This is an optimization exercise on Yosys and OpenROAD, whose aim is small area, a short achievable clock period and few clock cycles per item, not a production implementation.
Only simulation tests tie the RTL to the original design; equivalence was not proved.

==> flow/design.v (outline; a module is shown in full before it is edited, if it fits) <==
// module karatsuba_mul_sequencer: 4689 lines
module karatsuba_mul_sequencer #(
  parameter int HW    = 64,
  parameter int CNT_W = 7
) (
  input  logic              clk,
  input  logic              rst_n,
  input  logic              in_valid,
  output logic              in_ready,
  input  logic [2*HW-1:0]   a,
  input  logic [2*HW-1:0]   b,
  output logic              out_valid,
  input  logic              out_ready,
  output logic [4*HW-1:0]   product,
  output logic              busy
);
  // ...
==> flow/run.sh <==
#!/bin/bash
# synth_recipe.tcl (not shown) runs the flow's synth.tcl, then flattens the netlist and writes it again
# the make line also repeats each setting of config.mk as NAME=value (left out here)
make -C /OpenROAD-flow-scripts/flow DESIGN_CONFIG=/design/flow/config.mk WORK_HOME=/design/flow/orfs CLKGATE_MAP_FILE= SYNTH_SCRIPT=/design/flow/synth_recipe.tcl finish
==> flow/config.mk <==
export PLATFORM = sky130hd
export DESIGN_NAME = karatsuba_mul_sequencer
export DESIGN_NICKNAME = karatsuba_mul_sequencer
export VERILOG_FILES = /design/flow/design.v
export SDC_FILE = /design/flow/constraint.sdc
export NUM_CORES = 4
export LEC_CHECK = 0
export CAP_MARGIN = 20
export CORE_MARGIN = 2
export CORE_UTILIZATION = 30
export SETUP_SLACK_MARGIN = 5
export SLEW_MARGIN = 60
==> flow/constraint.sdc <==
create_clock -name core_clock -period 11.0 [get_ports {clk}]
set_input_delay 2.2000 -clock core_clock [delete_from_list [all_inputs] [get_ports {clk}]]
set_output_delay 2.2000 -clock core_clock [all_outputs]
set_load 0.01 [all_outputs]
==> reports/metrics.csv, run 1 <==
stage,metric,value,unit
clocking,worst-skew pair later-pin latency,900,ps
grt,largest net degree at the start of global routing,68,
detailed_routing,Residual DRC,0,
grt,initial antenna violation count,50,
detailed_routing,Wirelength per Cell,31.28,um
cells_and_area,Clock buf/inv share,3.055,%
cells_and_area,most frequent cells in the layout,"fa_1 (2018), inv_1 (1608), xor2_1 (1491), o22ai_1 (1024), a22oi_1 (1008)",
clocking,Num CTS Buffers,139,
worst_setup_path,Buf/Inv on CP,5,
timing,Fmax,178.4,MHz
logic_synthesis,largest family of logic cells by synthesized area,adder cells,
cells_and_area,FFs & Latches,999,
grt,gr ovfl total,0,
logic_synthesis,ys flop type,edfxtp_1,
logic_synthesis,Synth Cell Area,129600,um2
cells_and_area,CLK BUF,164,
worst_setup_path,crit-path max FO,33,
logic_synthesis,sequential area share after synthesis,23.11,%
grt,Global Route met3 Usage,9.077,%
logic_synthesis,share of the synthesized area in the top cell type,31.16,%
cells_and_area,Signal inverters,1675,
cells_and_area,Multi-input gate area,89110,um2
clocking,Root Buffer,clkbuf_16,
worst_setup_path,FF-to-FF setup slack,5390,ps
worst_setup_path,r2r endpoint,c_r[22],
run_status,status,timing/DRC/antenna clean,
floorplanning,Tap Count,5710,
grt,first-pass GRT wire length,798100,um
clocking,clk buf depth,4,
worst_setup_path,Worst path depth,12,
placement,area post-placement,141600,um2
grt,GRT met2 Usage,38.41,%
logic_synthesis,Yosys reg bits,999,
Testbench counts, summed over its fixed seeds: cycles 792, items 192.
==> run 2: changes to the inputs <==
--- a/flow/design.v
+++ b/flow/design.v
@@ -44,16 +44,20 @@
       two[t] = (b1 & ~b0 & ~bm) | (~b1 & b0 & bm);
       neg[t] = b1;
     end
     enc = {neg, two, one};
   endfunction
   logic [47:0] enc_ld, enc_nx;
   assign enc_ld = enc(b[K-1:0], 1'b0);
   assign enc_nx = enc(b_r[2*K-1:K], b_r[K-1]);
+  logic [K-1:0] b_nx;
+  logic         bp_nx, bprev_r;
+  assign b_nx  = in_ready ? b[K-1:0] : (adv ? b_r[2*K-1:K] : b_r[K-1:0]);
+  assign bp_nx = in_ready ? 1'b0 : (adv ? b_r[K-1] : bprev_r);
   logic [128:0] sg, cg;
   assign sg = {s_r[128] | first_r, s_r[127:0] & {128{~first_r}}};
   assign cg = c_r & {129{~first_r}};
   logic [128:0] aext, a2;
   assign aext = {a_r[127], a_r};
   assign a2   = {a_r, 1'b0};
   logic [128:0] u0;
   assign u0[63:0] = ((aext[63:0] & {64{one_r[0]}}) | (a2[63:0] & {64{two_r[0]}})) ^ {64{neg_r[0]}};
@@ -4657,33 +4661,35 @@
       if (fin_done) ov_r <= 1'b1;
       else if (out_ready) ov_r <= 1'b0;
     end
   end
   always_ff @(posedge clk) begin
     if (in_ready) begin
       a_r <= a;
       b_r <= b;
-      {neg_r, two_r, one_r} <= enc_ld;
-      {negn_r, twon_r, onen_r} <= ~enc_ld;
+      bprev_r <= 1'b0;
     end else if (adv) begin
       b_r <= b_r >> K;
-      {neg_r, two_r, one_r} <= enc_nx;
-      {negn_r, twon_r, onen_r} <= ~enc_nx;
+      bprev_r <= b_r[K-1];
     end
     if (run_r & adv) begin
       s_r  <= ts[128+K:K];
       c_r  <= tc[128+K:K];
       ls_r <= ts[K-1:0];
       lc_r <= tc[K-1:0];
     end
     if (pend_r) begin
       cin_r <= lsum[K];
       plo_r <= {lsum[K-1:0], plo_r[95:K]};
     end
     if (fin_done) begin
       product_r <= {hsum, plo_r};
     end
   end
+  always_ff @(posedge clk) begin
+    {neg_r, two_r, one_r} <= enc(b_nx, bp_nx);
+    {negn_r, twon_r, onen_r} <= ~enc(b_nx, bp_nx);
+  end
   assign out_valid = ov_r;
   assign busy      = run_r | fin_r | ov_r;
   assign product   = product_r;
 endmodule
==> flow/flow/run.sh (new file) <==
#!/bin/bash
# Layout flow: the standard layout (standard.sh) with one change in synthesis: Yosys's
# synth runs with -noabc, so extract_fa finds the RTL's full adders before any ABC pass has
# restructured them (fewer polarity inverters between adders). The rest of synthesis
# (synth_recipe.tcl: -nofsm -noshare, flatten, renames) and every later step are unchanged.
set -euo pipefail
cd "$(dirname "$0")/.."
work=$(pwd)
sed 's/yosys synth -nofsm -noshare /yosys synth -nofsm -noshare -noabc /' synth_recipe.tcl > flow_synth.tcl
grep -q -- '-noabc' flow_synth.tcl
sed "s#${work}/synth_recipe.tcl#${work}/flow_synth.tcl#g" standard.sh > flow_standard.sh
grep -q "${work}/flow_synth.tcl" flow_standard.sh
bash flow_standard.sh finish > flow_make.log 2>&1
test -f out/final.def
==> flow/standard.sh (new file) <==
#!/bin/bash
# synth_recipe.tcl (not shown) runs the flow's synth.tcl, then flattens the netlist and writes it again
# the make line also repeats each setting of config.mk as NAME=value (left out here)
make -C /OpenROAD-flow-scripts/flow DESIGN_CONFIG=/design/flow/config.mk WORK_HOME=/design/flow/orfs CLKGATE_MAP_FILE= SYNTH_SCRIPT=/design/flow/synth_recipe.tcl "${@:-finish}"
removed: flow/run.sh
==> run 2 against run 1 <==
Net effect: clock skew grew 16 ps; die area shrank 3.8%; via count shrank 4.1%; register-to-register slack better by 380 ps; synthesized cell count decreased by 11%; worst setup slack better by 380 ps; non-clock buffer count down 44; critical endpoint is now c_r[0].
==> reports/metrics.csv, run 2 <==
stage,metric,value,unit,change
logic_synthesis,adder-cell area share of the yosys netlist,35.76,%,
timing,final max-slew violation count,0,,
logic_synthesis,sequential area share after synthesis,24.04,%,+0.93 points
floorplanning,io pins,519,,
logic_synthesis,xor-xnor portion of the synthesized cell area,15.83,%,
cells_and_area,Final Non-Filler Cells,16410,,
logic_synthesis,Post-Synth Simple-Gate Area,4.665,%,
timing,Worst Tran Pin Value,682.1,ps,
worst_setup_path,crit path kind,reg2reg,,
worst_setup_path,crit path capture type,flip-flop,,
detailed_routing,Wirelength per Cell,34.03,um,+8.8%
logic_synthesis,share of the synthesized area in the top cell type,32.55,%,+1.4 points
detailed_routing,routed vias,99500,,
timing,clock skew after layout,78.98,ps,
detailed_routing,Iter 0 DRT Violations,14610,,
logic_synthesis,ys flop type,edfxtp_1,,
clocking,Num CTS Buffers,119,,-14%
timing,Slew headroom,54.53,%,
timing,minimum clock period,5230,ps,
cells_and_area,post-layout util,34.27,%,
detailed_routing,DRT Pass-1 Iters,9,,
grt,first-pass GRT wire length,783300,um,-1.9%
run_status,status,timing/DRC/antenna clean,,
floorplanning,die height,648.8,um,
clocking,worst-skew pair later-pin latency,880,ps,-20 ps
placement,dpl ws,5642,ps,
cells_and_area,Largest regs,"product_r x256, a_r x128, b_r x128",,
timing,Fmax,191.2,MHz,+7.2%
timing,Final period util,47.55,%,
logic_synthesis,mux contribution to synthesized area,0.1535,%,
cells_and_area,Total Nets Final,13430,,
clocking,Sink Count,1032,,
placement,number of port buffers,518,,
cells_and_area,area grow syn2layout,13.69,%,
logic_synthesis,Yosys reg bits,1032,,+3.3%
cells_and_area,proportion of layout cells with a drive suffix above 1,6.903,%,
timing,final setup vio count,0,,
clocking,clk buf depth,3,,-1
logic_synthesis,Syn Nets,13670,,
cells_and_area,max FFs per register,256,,
floorplanning,die area,420900,um2,
logic_synthesis,post-synth cell types,79,,
logic_synthesis,post-synthesis cell count,11060,,
cells_and_area,"most common cell after layout, fill and taps aside",xnor2_1,,
logic_synthesis,most frequent cell after synthesis,xnor2_1,,
clocking,Root Buffer,clkbuf_16,,
cells_and_area,most frequent cells in the layout,"xnor2_1 (2104), fa_1 (2028), o22ai_1 (1025), a22oi_1 (1011), edfxtp_1 (927)",,
logic_synthesis,complex-gate fraction of the synthesized area,15.11,%,
floorplanning,core area,413700,um2,
logic_synthesis,largest family of logic cells by synthesized area,adder cells,,
timing,"Hold Violations, Final",0,,
grt,vias in the first global route,103000,,
grt,gr ovfl total,0,,unchanged
clocking,Worst-path clk slew,60,ps,
grt,initial antenna violation count,82,,+64%
logic_synthesis,ys async rst share,0.7752,%,
clocking,# Post-CTS Setup Buffers,0,,
floorplanning,die width,648.8,um,
cells_and_area,"Most flops, register",product_r,,
floorplanning,# rows,236,,
timing,RSZ-0062 raised after global routing,no,,
detailed_routing,Vias/cell,6.064,,
run,Max-cap violations,0,,
logic_synthesis,synth cell count leaders,"xnor2_1 (2108), fa_1 (2028), o22ai_1 (1025), a22oi_1 (1011), edfxtp_1 (927)",,
detailed_routing,Routed WL,558300,um,
detailed_routing,Residual DRC,0,,unchanged
logic_synthesis,cell accounting for the most synthesized area,fa_1,,
logic_synthesis,leading post-synthesis cells by cell area,"fa_1 (33%), edfxtp_1 (22%), xnor2_1 (15%)",,
placement,Placed Cells,16140,,
clocking,hold_buf cts,0,,
worst_setup_path,CP required,11570,ps,
timing,Worst Slack Setup Final,5770,ps,
logic_synthesis,yosys warns,1,,
floorplanning,initial core utilization,30.15,%,
grt,gr usage total,25.70,%,
worst_setup_path,crit-path max FO,29,,-12%
logic_synthesis,Synth Cell Area,124700,um2,-3.8%
grt,largest net degree at the start of global routing,90,,+32%
cells_and_area,fill cell count,40910,,
placement,Final GP Congestion,0.9675,,
worst_setup_path,Setup crit start kind,flip-flop,,
min_path,Hold Path Class,reg2reg,,
worst_setup_path,CP arrival,5800,ps,
clocking,Max H-tree Level,3,,
logic_synthesis,Post-synth EDFFs,927,,
logic_synthesis,syn avg cell area,11.27,um2,
clocking,CTS tree,built,,
placement,detailed placement HPWL,379200,um,
clocking,CTS resizes,0,,
timing,Setup TNS Final,0,ps,
detailed_routing,Final ANT Viol Nets,0,,
run 2: cell types whose count changed after synthesis, moves of 60 or more:
cell | previous run | this run
clkbuf_1 | 836 | 912
xnor2_1 | 791 | 2108
xor2_1 | 1491 | 146
inv_1 | 1672 | 229
mux2_2 | 82 | 1
nand2_1 | 380 | 440
edfxtp_1 | 991 | 927
dfxtp_1 | 0 | 97
run 2: layout make-up:
type                       count  area [um2]  share of cell area, %
timing repair buffer         856        9970                  7.031
sequential                  1032       30330                  21.39
inverter                     229       967.2                 0.6821
clock inverter                84        1064                 0.7501
tap                         5474        6849                  4.830
antenna                       11       27.53                0.01941
clock buffer                 139        3123                  2.203
multi-input combinational   8583       89460                  63.09
run 2: through the flow:
step	hold WS, ps	instance area (um2)
detailed placement	404.5	136800
floorplan	400.3	124800
global route	420.6	141800
CTS	418.4	141000
global placement	400.5	134100
finish	415.8	141800
run 2: worst paths after layout:
check                              start           end  slack, ps  depth (start not counted)
worst max-delay path            neg_r[5]        c_r[0]       5770                         10
worst min-delay path            plo_r[5]  product_r[5]        420                          0
worst max register to register  neg_r[5]        c_r[0]       5770                         10
worst min register to register  plo_r[5]  product_r[5]        420                          0
max in group asynchronous          rst_n       first_r       9530                          1
min in group asynchronous          rst_n          ov_r       1240                          1
run 2: cell families (layout without fill, tap and decap cells):
kind of cell	count (synthesis)	in the layout
compound gates	2789	2789
xor+xnor	2254	2254
other cells	0	11
mux	19	19
buf+inv	1449	1308
simple gates	1173	1173
fa+ha+maj	2348	2348
flops	1032	1032
run 2: critical path, stage by stage, from the launching register on:
cell     delay [ps]
dfxtp_4         550
buf_6           490
buf_4           370
buf_12          250
xnor2_1         170
fa_1            470
fa_1            750
fa_1            490
fa_1            390
fa_1            470
fa_1            500
run 2: routing by layer:
| metal | vias up | routed length, um | GRT usage, % |
|---|---|---|---|
| met5 | - | 172 | 0.1132 |
| met4 | 22 | 49290 | 18.18 |
| met2 | 8632 | 251200 | 40.50 |
| li1 | 38170 | - | - |
| met1 | 50120 | 188000 | 29.53 |
| met3 | 2559 | 69600 | 8.260 |
Testbench counts of run 2, summed over its fixed seeds: cycles 792, items 192.

[separate check: timing with driven ports]
The flow's constraints put no driver on any port. The routed layouts listed below were extracted and timed again, unchanged, in two steps.
Step 1: set_driving_cell puts a clkbuf_16 on clk and a buf_2 on each other input, an assumption about the parent block.
Step 2 moves the port delays by t, midway between the first and last clock arrival at a register: inputs arrive t later, outputs are due t later. That takes back most of the time a late clock gives input paths.
Slacks: ideal ports / drivers / drivers and shift; pairs: ideal ports / drivers.
run | t (ns) | slack for setup (ns) | worst slew at a driven data input, ns
run 1 | 0.993 | 5.394 / 5.394 / 5.394 | 0.18
run 2 | 0.963 | 5.770 / 5.747 / 5.575 | 0.15
After both steps every run listed still meets setup and hold. The setup slack of run 2, which loses most, moves by -0.023 ns with the drivers and by -0.195 ns with both steps.
